Background: an optimization exercise with open tools, aiming at small area, a short achievable clock period and few clock cycles per item. Do not read the settings as production practice. Only the layout flow was run in this run; the RTL was not checked for function there. Power is estimated from default activity; no workload was simulated.

==> flow/config.mk <==
export PLATFORM = sky130hd
export DESIGN_NAME = mips_alu_top
export DESIGN_NICKNAME = mips_alu_top
export VERILOG_FILES = /design/flow/design.v
export SDC_FILE = /design/flow/constraint.sdc
export NUM_CORES = 4
export LEC_CHECK = 0
export CAP_MARGIN = 20
export CORE_MARGIN = 2
export CORE_UTILIZATION = 40
export SETUP_SLACK_MARGIN = 3.5
export SLEW_MARGIN = 20
==> flow/constraint.sdc <==
create_clock -name core_clock -period 10.0 [get_ports {clk}]
set_input_delay 2.0000 -clock core_clock [delete_from_list [all_inputs] [get_ports {clk}]]
set_output_delay 2.0000 -clock core_clock [all_outputs]
set_load 0.01 [all_outputs]
==> flow/design.v <==
package mips_alu_pkg;
    typedef struct packed {
        logic [5:0]              opcode;
        logic [5-1:0] rs;
        logic [5-1:0] rt;
        logic [5-1:0] rd;
        logic [4:0]              shamt;
        logic [5:0]              funct;
    } r_fields_t;
    typedef struct packed {
        logic [5:0]              opcode;
        logic [5-1:0] rs;
        logic [5-1:0] rt;
        logic [15:0]             imm16;
    } i_fields_t;
    typedef union packed {
        r_fields_t r;
        i_fields_t i;
    } inst_word_u;
    typedef enum logic [3:0] {
        alu_add,
        alu_sub,
        alu_slt,
        alu_sltu,
        alu_sll,
        alu_srl,
        alu_sra,
        alu_and,
        alu_or,
        alu_xor,
        alu_nor,
        alu_lui
    } alu_op_e;
    typedef struct packed {
        logic                    valid;
        alu_op_e                 op;
        logic [5-1:0] rs;
        logic [5-1:0] rt;
        logic [5-1:0] wr_addr;
        logic                    wr_en;
        logic                    use_imm;
        logic [32-1:0]    imm;
        logic                    shift_by_reg;
        logic [4:0]              shamt;
        logic                    ovf_check;
        logic                    ri;
    } dec_rec_t;
    typedef struct packed {
        logic                    valid;
        logic                    wr_en;
        logic [5-1:0] wr_addr;
        logic [32-1:0]    result;
        logic                    ovf;
        logic                    ri;
    } exe_rec_t;
    typedef struct packed {
        logic                 cyc;
        logic                 stb;
        logic                 we;
        logic [6-1:0] adr;
        logic [32-1:0] dat_w;
    } wb_req_t;
endpackage
`timescale 1ns/1ns
module mips_alu_top (
    input  logic        clk,
    input  logic        reset,
    input  logic        wb_cyc,
    input  logic        wb_stb,
    input  logic        wb_we,
    input  logic [5:0]  wb_adr,
    input  logic [31:0] wb_dat_w,
    output logic [31:0] wb_dat_r,
    output logic        wb_ack
);
    logic [31:0] regs [1:31];
    logic [1:0]  status;    
    logic [5:0]  op;
    logic [4:0]  rs, rt, rd, sa;
    logic [5:0]  fn;
    logic [15:0] imm16;
    assign op    = wb_dat_w[31:26];
    assign rs    = wb_dat_w[25:21];
    assign rt    = wb_dat_w[20:16];
    assign rd    = wb_dat_w[15:11];
    assign sa    = wb_dat_w[10:6];
    assign fn    = wb_dat_w[5:0];
    assign imm16 = wb_dat_w[15:0];
    logic req;
    logic stall;
    assign req    = wb_cyc & wb_stb;
    assign wb_ack = req & ~stall;    
    logic        p_we;         
    logic [4:0]  p_dest;
    logic [31:0] p_a, p_b;
    logic        p_sub, p_ovf_check;
    logic        p_arith, p_slt, p_sltu, p_shift, p_left, p_sra;
    logic        p_and, p_or, p_xor, p_nor, p_pass;
    logic [32:0] p_sum;
    logic [31:0] p_bx;
    logic        p_ovf_raw, p_ovf, p_lt_s, p_lt_u;
    logic [31:0] p_result;
    logic        p_wr;
    assign p_bx      = p_b;
    assign p_sum     = {1'b0, p_a} + {1'b0, p_bx} + {32'd0, p_sub};
    assign p_ovf_raw = (p_a[31] == p_bx[31]) && (p_sum[31] != p_a[31]);
    assign p_ovf     = p_ovf_check & p_ovf_raw;
    assign p_lt_s    = p_sum[31] ^ p_ovf_raw;
    assign p_lt_u    = ~p_sum[32];
    logic [31:0] sh_in, sh_out, sh_res;
    logic        sh_fill;
    assign sh_fill = p_sra & p_b[31];
    always_comb begin
        for (int i = 0; i < 32; i++) sh_in[i] = p_left ? p_b[31-i] : p_b[i];
    end
    assign sh_out = 32'({{32{sh_fill}}, sh_in} >> p_a[4:0]);
    always_comb begin
        for (int i = 0; i < 32; i++) sh_res[i] = p_left ? sh_out[31-i] : sh_out[i];
    end
    always_comb begin
        p_result = ({32{p_arith}} & p_sum[31:0])
                 | ({32{p_slt}}   & {31'd0, p_lt_s})
                 | ({32{p_sltu}}  & {31'd0, p_lt_u})
                 | ({32{p_shift}} & sh_res)
                 | ({32{p_and}}   & (p_a & p_b))
                 | ({32{p_or}}    & (p_a | p_b))
                 | ({32{p_xor}}   & (p_a ^ p_b))
                 | ({32{p_nor}}   & ~(p_a | p_b))
                 | ({32{p_pass}}  & p_b);
    end
    assign p_wr = p_we & ~p_ovf;
    logic [4:0]  a_addr;
    logic [31:0] rf_a, rf_b, a_data, b_data;
    logic        a_hit, b_hit;
    assign a_addr = wb_adr[5] ? rs : wb_adr[4:0];
    assign a_hit  = p_wr & (p_dest == a_addr);
    assign b_hit  = p_wr & (p_dest == rt);
    always_comb begin
        rf_a = '0;
        rf_b = '0;
        for (int i = 1; i < 32; i++) begin
            rf_a = rf_a | ({32{a_addr == 5'(i)}} & regs[i]);
            rf_b = rf_b | ({32{rt == 5'(i)}} & regs[i]);
        end
    end
    assign a_data = a_hit ? p_result : rf_a;
    assign b_data = b_hit ? p_result : rf_b;
    logic special;
    logic sa_zero, rs_zero;
    logic kept;
    logic ovf_check;
    logic c_arith, c_slt, c_sltu, c_shift, c_and, c_or, c_xor, c_nor, c_lui;
    assign special = (op == 6'd0);
    assign sa_zero = (sa == 5'd0);
    assign rs_zero = (rs == 5'd0);
    always_comb begin
        kept      = 1'b0;
        ovf_check = 1'b0;
        c_arith   = 1'b0;
        c_slt     = 1'b0;
        c_sltu    = 1'b0;
        c_shift   = 1'b0;
        c_and     = 1'b0;
        c_or      = 1'b0;
        c_xor     = 1'b0;
        c_nor     = 1'b0;
        c_lui     = 1'b0;
        if (special) begin
            case (fn)
                6'h00, 6'h02, 6'h03: begin kept = rs_zero; c_shift = 1'b1; end
                6'h04, 6'h06, 6'h07: begin kept = sa_zero; c_shift = 1'b1; end
                6'h20, 6'h22:        begin kept = sa_zero; c_arith = 1'b1; ovf_check = 1'b1; end
                6'h21, 6'h23:        begin kept = sa_zero; c_arith = 1'b1; end
                6'h24:               begin kept = sa_zero; c_and = 1'b1; end
                6'h25:               begin kept = sa_zero; c_or  = 1'b1; end
                6'h26:               begin kept = sa_zero; c_xor = 1'b1; end
                6'h27:               begin kept = sa_zero; c_nor = 1'b1; end
                6'h2A:               begin kept = sa_zero; c_slt  = 1'b1; end
                6'h2B:               begin kept = sa_zero; c_sltu = 1'b1; end
                default:             kept = 1'b0;
            endcase
        end else begin
            case (op)
                6'h08:   begin kept = 1'b1; c_arith = 1'b1; ovf_check = 1'b1; end
                6'h09:   begin kept = 1'b1; c_arith = 1'b1; end
                6'h0A:   begin kept = 1'b1; c_slt  = 1'b1; end
                6'h0B:   begin kept = 1'b1; c_sltu = 1'b1; end
                6'h0C:   begin kept = 1'b1; c_and = 1'b1; end
                6'h0D:   begin kept = 1'b1; c_or  = 1'b1; end
                6'h0E:   begin kept = 1'b1; c_xor = 1'b1; end
                6'h0F:   begin kept = rs_zero; c_lui = 1'b1; end
                default: kept = 1'b0;
            endcase
        end
    end
    logic is_inst, is_reg_wr, is_stat_wr;
    logic [4:0] w_dest;
    assign is_inst    = req & wb_we & (wb_adr == 6'd32);
    assign is_reg_wr  = req & wb_we & ~wb_adr[5];
    assign is_stat_wr = req & wb_we & (wb_adr == 6'd33);
    assign w_dest     = wb_adr[5] ? (special ? rd : rt) : wb_adr[4:0];
    logic [31:0] a_next, b_next, b_sel;
    logic        sub;
    logic        fixed_shift;
    assign fixed_shift = special & (fn[5:2] == 4'd0);
    assign a_next = fixed_shift ? {27'd0, sa} : a_data;
    always_comb begin
        if (~wb_adr[5])          b_sel = wb_dat_w;
        else if (special)        b_sel = b_data;
        else if (c_lui)          b_sel = {imm16, 16'd0};
        else if (op[2])          b_sel = {16'd0, imm16};
        else                     b_sel = {{16{imm16[15]}}, imm16};
    end
    assign sub    = wb_adr[5] & (c_arith | c_slt | c_sltu) & (special ? fn[1] : op[1]);
    assign b_next = b_sel ^ {32{sub}};
    always_ff @(posedge clk) begin
        if (reset) begin
            p_we        <= 1'b0;
            p_ovf_check <= 1'b0;
        end else begin
            p_we        <= (is_inst & kept | is_reg_wr) & (w_dest != 5'd0);
            p_ovf_check <= is_inst & ovf_check;
        end
    end
    always_ff @(posedge clk) begin
        p_dest      <= w_dest;
        p_a         <= a_next;
        p_b         <= b_next;
        p_sub       <= sub;
        p_arith     <= wb_adr[5] & c_arith;
        p_slt       <= wb_adr[5] & c_slt;
        p_sltu      <= wb_adr[5] & c_sltu;
        p_shift     <= wb_adr[5] & c_shift;
        p_left      <= (fn[1:0] == 2'b00);
        p_sra       <= (fn[1:0] == 2'b11);
        p_and       <= wb_adr[5] & c_and;
        p_or        <= wb_adr[5] & c_or;
        p_xor       <= wb_adr[5] & c_xor;
        p_nor       <= wb_adr[5] & c_nor;
        p_pass      <= ~wb_adr[5] | c_lui;
    end
    logic [31:0] rf_wdata;
    assign rf_wdata = reset ? 32'd0 : p_result;
    for (genvar i = 1; i < 32; i++) begin : g_reg
        always_ff @(posedge clk) begin
            if (reset || (p_wr && p_dest == 5'(i))) regs[i] <= rf_wdata;
        end
    end
    always_ff @(posedge clk) begin
        if (reset || is_stat_wr) begin
            status <= 2'b00;
        end else begin
            status[0] <= status[0] | p_ovf;
            status[1] <= status[1] | (is_inst & ~kept);
        end
    end
    assign stall = ~wb_we & (wb_adr[5] ? (wb_adr[4:0] == 5'd1) & p_ovf_check
                                       : p_we & (p_dest == wb_adr[4:0]));
    assign wb_dat_r = wb_adr[5] ? ((wb_adr[4:0] == 5'd1) ? {30'd0, status} : 32'd0) : rf_a;
endmodule
==> flow/flow/run.sh <==
#!/bin/bash
# Own layout flow: the standard flow (standard.sh) unchanged except that the ABC step of
# synthesis maps with flow/abc_map.script, an area-recovering mapping, in place of ORFS's
# abc_speed.script. Registers, hierarchy handling, flattening and renaming are the standard flow's own.
set -euo pipefail
WORK=$PWD
export MY_ABC_SCRIPT=$WORK/flow/abc_map.script
# synthesis script: override abc's -script, then run the standard flow's own synthesis script
{
  echo 'proc abc {args} {'
  echo '  set i [lsearch -exact $args -script]'
  echo '  if { $i >= 0 } { lset args [expr {$i + 1}] $::env(MY_ABC_SCRIPT) }'
  echo '  puts "abc with script $::env(MY_ABC_SCRIPT)"'
  echo '  yosys abc {*}$args'
  echo '}'
  echo "source $WORK/synth_recipe.tcl"
} > $WORK/own_synth.tcl
sed "s|SYNTH_SCRIPT=[^ ]*|SYNTH_SCRIPT=$WORK/own_synth.tcl|" standard.sh > own_standard.sh
grep -q "SYNTH_SCRIPT=$WORK/own_synth.tcl" own_standard.sh
bash own_standard.sh finish > own_flow_make.log 2>&1
==> flow/flow/abc_map.script <==
&get -n
&st
&dch -f
&nf -R 1000
&put
buffer -c
topo
stime -c
upsize -c
dnsize -c
==> flow/standard.sh <==
#!/bin/bash
# synth_recipe.tcl (not shown) runs the flow's synth.tcl, then flattens the netlist and writes it again
# the make line also repeats each setting of config.mk as NAME=value (left out here)
make -C /OpenROAD-flow-scripts/flow DESIGN_CONFIG=/design/flow/config.mk WORK_HOME=/design/flow/orfs CLKGATE_MAP_FILE= SYNTH_SCRIPT=/design/flow/synth_recipe.tcl "${@:-finish}"
==> results.txt <==
-- per-stage QoR --
| step | cells | setup WS (ns) | instance area, um2 | power (mW) |
|---|---|---|---|---|
| global route | 6088 | 3.35 | 61000 | 12.0 |
| CTS | 6032 | 3.44 | 60200 | 11.6 |
| finish | 6090 | 3.34 | 61000 | 11.8 |
| global placement | 5690 | 1.77 | 54100 | 7.41 |
| detailed placement | 5690 | 1.73 | 54100 | 7.41 |
| floorplan | 4134 | 3.51 | 50500 | 6.62 |
-- power groups by stage --
stage	Combinational [mW]	Clock, mW	Sequential (mW)
3_3_place_gp	1.78	0	5.62
4_1_cts	1.95	4.09	5.53
2_1_floorplan	1.08	0	5.54
5_1_grt	2.19	4.28	5.58
3_5_place_dp	1.79	0	5.62
6_report	2.09	4.11	5.56
-- layout make-up --
type,instances,share of cell area (%)
Clock inverter,70,1.12
Inverter,83,0.515
Clock buffer,131,4.66
Sequential cell,1077,51.6
Tap cell,1650,3.38
Antenna cell,2,0.00820
Timing Repair Buffer,434,7.38
Multi-Input combinational cell,2643,31.3
-- metal layers --
| metal | vias up | routed length, um | global-route usage, % |
|---|---|---|---|
| li1 | 17400 | - | - |
| met1 | 21100 | 77100 | 40.9 |
| met2 | 4425 | 98900 | 50.7 |
| met3 | 1035 | 37000 | 12.9 |
| met4 | 16 | 17400 | 20.9 |
| met5 | - | 157 | 0 |
-- cells by family (layout without fill, tap and decap cells) --
logic type      Yosys count  after routing
fa+ha+maj                66             66
simple gates           1068           1072
buf+inv                 418            718
other cells               0              2
mux                      52             52
compound gates         1378           1378
xor+xnor                 75             75
flops                  1077           1077
-- flip-flops by register name, indices dropped and copies added, names as in the netlist, 2 cells and up --
register	count
regs	992
status	2
p_a	32
p_dest	5
p_b	32
-- synth_stat cells, drive strengths merged (57+ instances only) --
master,n
a21oi,209
nor2,303
edfxtp,992
nand4,121
a221oi,112
nor3,57
clkbuf,287
nand2,361
nand3,109
o21ai,240
ha,64
dfxtp,85
a222oi,354
a22o,76
a22oi,249
xnor2,60
inv,83
-- worst min-delay path, cell delays in order (launching register included) --
cell	delay, ns
sky130_fd_sc_hd__dfxtp_1	0.31
sky130_fd_sc_hd__inv_1	0.04
sky130_fd_sc_hd__a21boi_0	0.06
-- how the worst max path moves through the flow --
stage,start,to,depth (start not counted)
2_1_floorplan,wb_adr[5],wb_dat_r[25],12
3_3_place_gp,wb_adr[5],wb_dat_r[10],12
3_5_place_dp,wb_adr[5],wb_dat_r[20],12
4_1_cts,wb_adr[5],wb_dat_r[0],13
5_1_grt,wb_adr[5],wb_dat_r[17],14
6_report,wb_adr[5],wb_dat_r[17],14
-- timing repair --
item                       4_1_cts  5_1_grt
setup endpoints to repair       32       32
gates resized for setup        341      117
cloned                          14        5
hold buffers                     0        0
setup buffers                  127       51
pin swaps                      121      119
==> out/results.tsv <==
stage	metric	value	unit
timing	transition time of the tightest slew-check pin	1.16	ns
synth	adder-cell share of the synthesized area	1.66	%
critical_path	nature of the critical path startpoint	primary input	
power_and_ir_drop	internal power summed over all cells	8.28	mW
power_and_ir_drop	total power divided by cell area	193	mW/mm2
detailed_routing	DRT antenna net count	0	
critical_path	worst path bufs/invs	6	
timing	minimum clock period	6.66	ns
floorplanning	die span in x	359	um
detailed_routing	initial DRC count	11300	
timing	count of final setup violators	0	
timing	setup total negative slack	0	ns
critical_path	logic depth of the worst register-to-register path	24	
power_and_ir_drop	leakage power of the design	21.5	nW
detailed_routing	DRC violation count after routing	0	
critical_path	Largest stage delay, worst path	0.49	ns
power_and_ir_drop	sequential share of power	47.3	%
detailed_routing	total via count after detailed routing	44000	
run	max cap viols	0	
synth	Post-Syn Area per Cell	12.2	um2
layout	most frequent cells in the layout	sky130_fd_sc_hd__edfxtp_1, sky130_fd_sc_hd__a222oi_1, sky130_fd_sc_hd__nand2_1	
power_and_ir_drop	maximum ir drop on the vdd rail	148	uV
critical_path	largest fanout of any net on the critical path	23	
synth	XOR/XNOR Fraction of Synth Area	1.30	%
hold_path	end point of the most critical hold path	status[0]	
global_routing	GRT Residual Overflow	0	
cts	Inserted Clock Buffers	109	
global_routing	total global-route track usage	33.8	%
detailed_routing	Total Routed Length	230	mm
timing	Fin Hold WS	0.454	ns
layout	utilization of the core after routing	48.7	%
synth	dominant combinational cell family by area after synthesis	compound AO/OA/AOI/OAI gates	
floorplanning	Core Footprint	0.125	mm2
synth	area share of the largest cell type after synthesis	59.0	%
critical_path	worst setup path class	primary input to primary output	
timing	RSZ-0062 raised after global routing	true	
cts	CTS tree	built	
synth	number of warnings printed during yosys synthesis	2	
floorplanning	DIE HEIGHT	359	um
cts	clock slew at the register clock pins of the worst setup and hold paths	0.06	ns
synth	number of synthesized register bits	1077	
layout	total area of multi-input combinational cells	0.0191	mm2
synth	Primary FF master, synth	sky130_fd_sc_hd__edfxtp_1	
timing	setup clock skew after layout	0.0478	ns
floorplanning	starting density of the core	40.3	%
layout	final-layout fill cell count	10700	
synth	leading area contributor after synthesis	sky130_fd_sc_hd__edfxtp_1	
global_routing	antenna violations before repair	9	
power_and_ir_drop	switching power share of the total	29.6	%
synth	Synth area leaders	sky130_fd_sc_hd__edfxtp_1, sky130_fd_sc_hd__a222oi_1, sky130_fd_sc_hd__a22oi_1	
detailed_routing	via-per-instance ratio	7.22	
detailed_routing	first-pass iteration count of the detailed router	14	
critical_path	type of element capturing the critical path	primary output	
floorplanning	area enclosed by the die boundary	0.129	mm2
layout	layout overhead on the synthesized area	20.8	%
synth	post-synthesis sequential area ratio	62.3	%
power_and_ir_drop	combinational share of power	17.8	%
cts	Max clock buf depth	3	
cts	root buffer cell	sky130_fd_sc_hd__clkbuf_16	
synth	mux contribution to synthesized area	1.09	%
critical_path	setup slack of the most critical reg-to-reg path	3.82	ns
hold_path	Hold Path Cell Cnt	2	
synth	async set or reset register ratio after synthesis	0	%
global_routing	global-route wire length before repair	310	mm
timing	hold violation count in the final report	0	
hold_path	source of the worst hold timing path	status[0]	
cts	clock latency (worst-skew pair)	0.75	ns
layout	commonest non-fill, non-tap cell in the layout	sky130_fd_sc_hd__edfxtp_1	
global_routing	via count of the first global-routing pass	40900	
critical_path	Worst path slowest cell	sky130_fd_sc_hd__a222oi_1	
synth	number of distinct library cell variants in the gate-level netlist after synthesis	72	
timing	Max Slew Vio Count	0	
placed_design	half-perimeter wire length after placement	134	mm
placed_design	Port Buffer Count	75	
status	result of the run	complete, no violations	
layout	register area	0.0315	mm2
cts	Max H-tree Level	3	
power_and_ir_drop	Clk pwr share	35.0	%
critical_path	data arrival time of the critical path	4.66	ns
critical_path	Reg-to-Reg End	p_b[8]	
placed_design	Final Wtd Congestion	0.973	
floorplanning	Rows	130	
floorplanning	I/O pins	76	
cts	clock sink count	1077	
synth	area fraction in compound gates after synthesis	20.7	%
layout	net count reported at finish	4457	
critical_path	critical path's top delay family	simple AND/OR/NAND/NOR gates	
critical_path	series of cell instances along the critical path	buf_16 -> buf_4 -> nand2_4 -> buf_4 -> and2_4 -> nor3_2 -> buf_12 -> a222oi_1 -> and4_2 -> nand4_1 -> nor2_4 -> buf_12 -> nor2_4 -> buf_6	
power_and_ir_drop	Sw Pwr	3.48	mW
synth	Syn Std Cell Area	0.0505	mm2
timing	share of the clock period used by the worst path after layout	66.6	%
timing	Max-Slew Margin vs Limit	22.0	%
synth	number of enable flip-flop cells after synthesis	992	
timing	FMAX	0.150	GHz
synth	Post-Synth Simple-Gate Area	9.73	%
global_routing	pin count of the biggest net entering global routing	106	
hold_path	path class of the lowest-slack min-delay path	flip-flop to flip-flop	
synth	post-synth net total	4243	
critical_path	required time at the worst-slack endpoint	8.00	ns
synth	Syn Inst Count	4134	
critical_path	RR Startpoint	p_a[2]	
detailed_routing	detail-routed net length per standard cell	37.8	um
layout	fraction of layout cells with a size suffix above 1	18.6	%

-- what the ideal ports hide --
The results above use ideal ports. As a check the final layout listed here was re-extracted and re-timed, cells and wires unchanged. Step 1 sets driving cells, clkbuf_16 on the clock port and buf_2 on the other inputs (assumed; they add their load-dependent delay and slew). Step 2 moves the port delays by t, midway between the first and last clock arrival at a register: inputs arrive t later, outputs are due t later. That takes back most of the time a late clock gives input paths. Three values: no drivers, after step 1, after step 2; two values: the first two.
t (ns): 0.803
setup slack, ns: 3.344 / 3.127 / 2.921
latest minus earliest clock arrival (ns): 0.048 / 0.047
worst data-port slew with drivers (ns): 0.23
After both steps setup and hold are still met in this run. For this run, drivers alone change the setup slack by -0.217 ns; drivers and shift together by -0.423 ns.
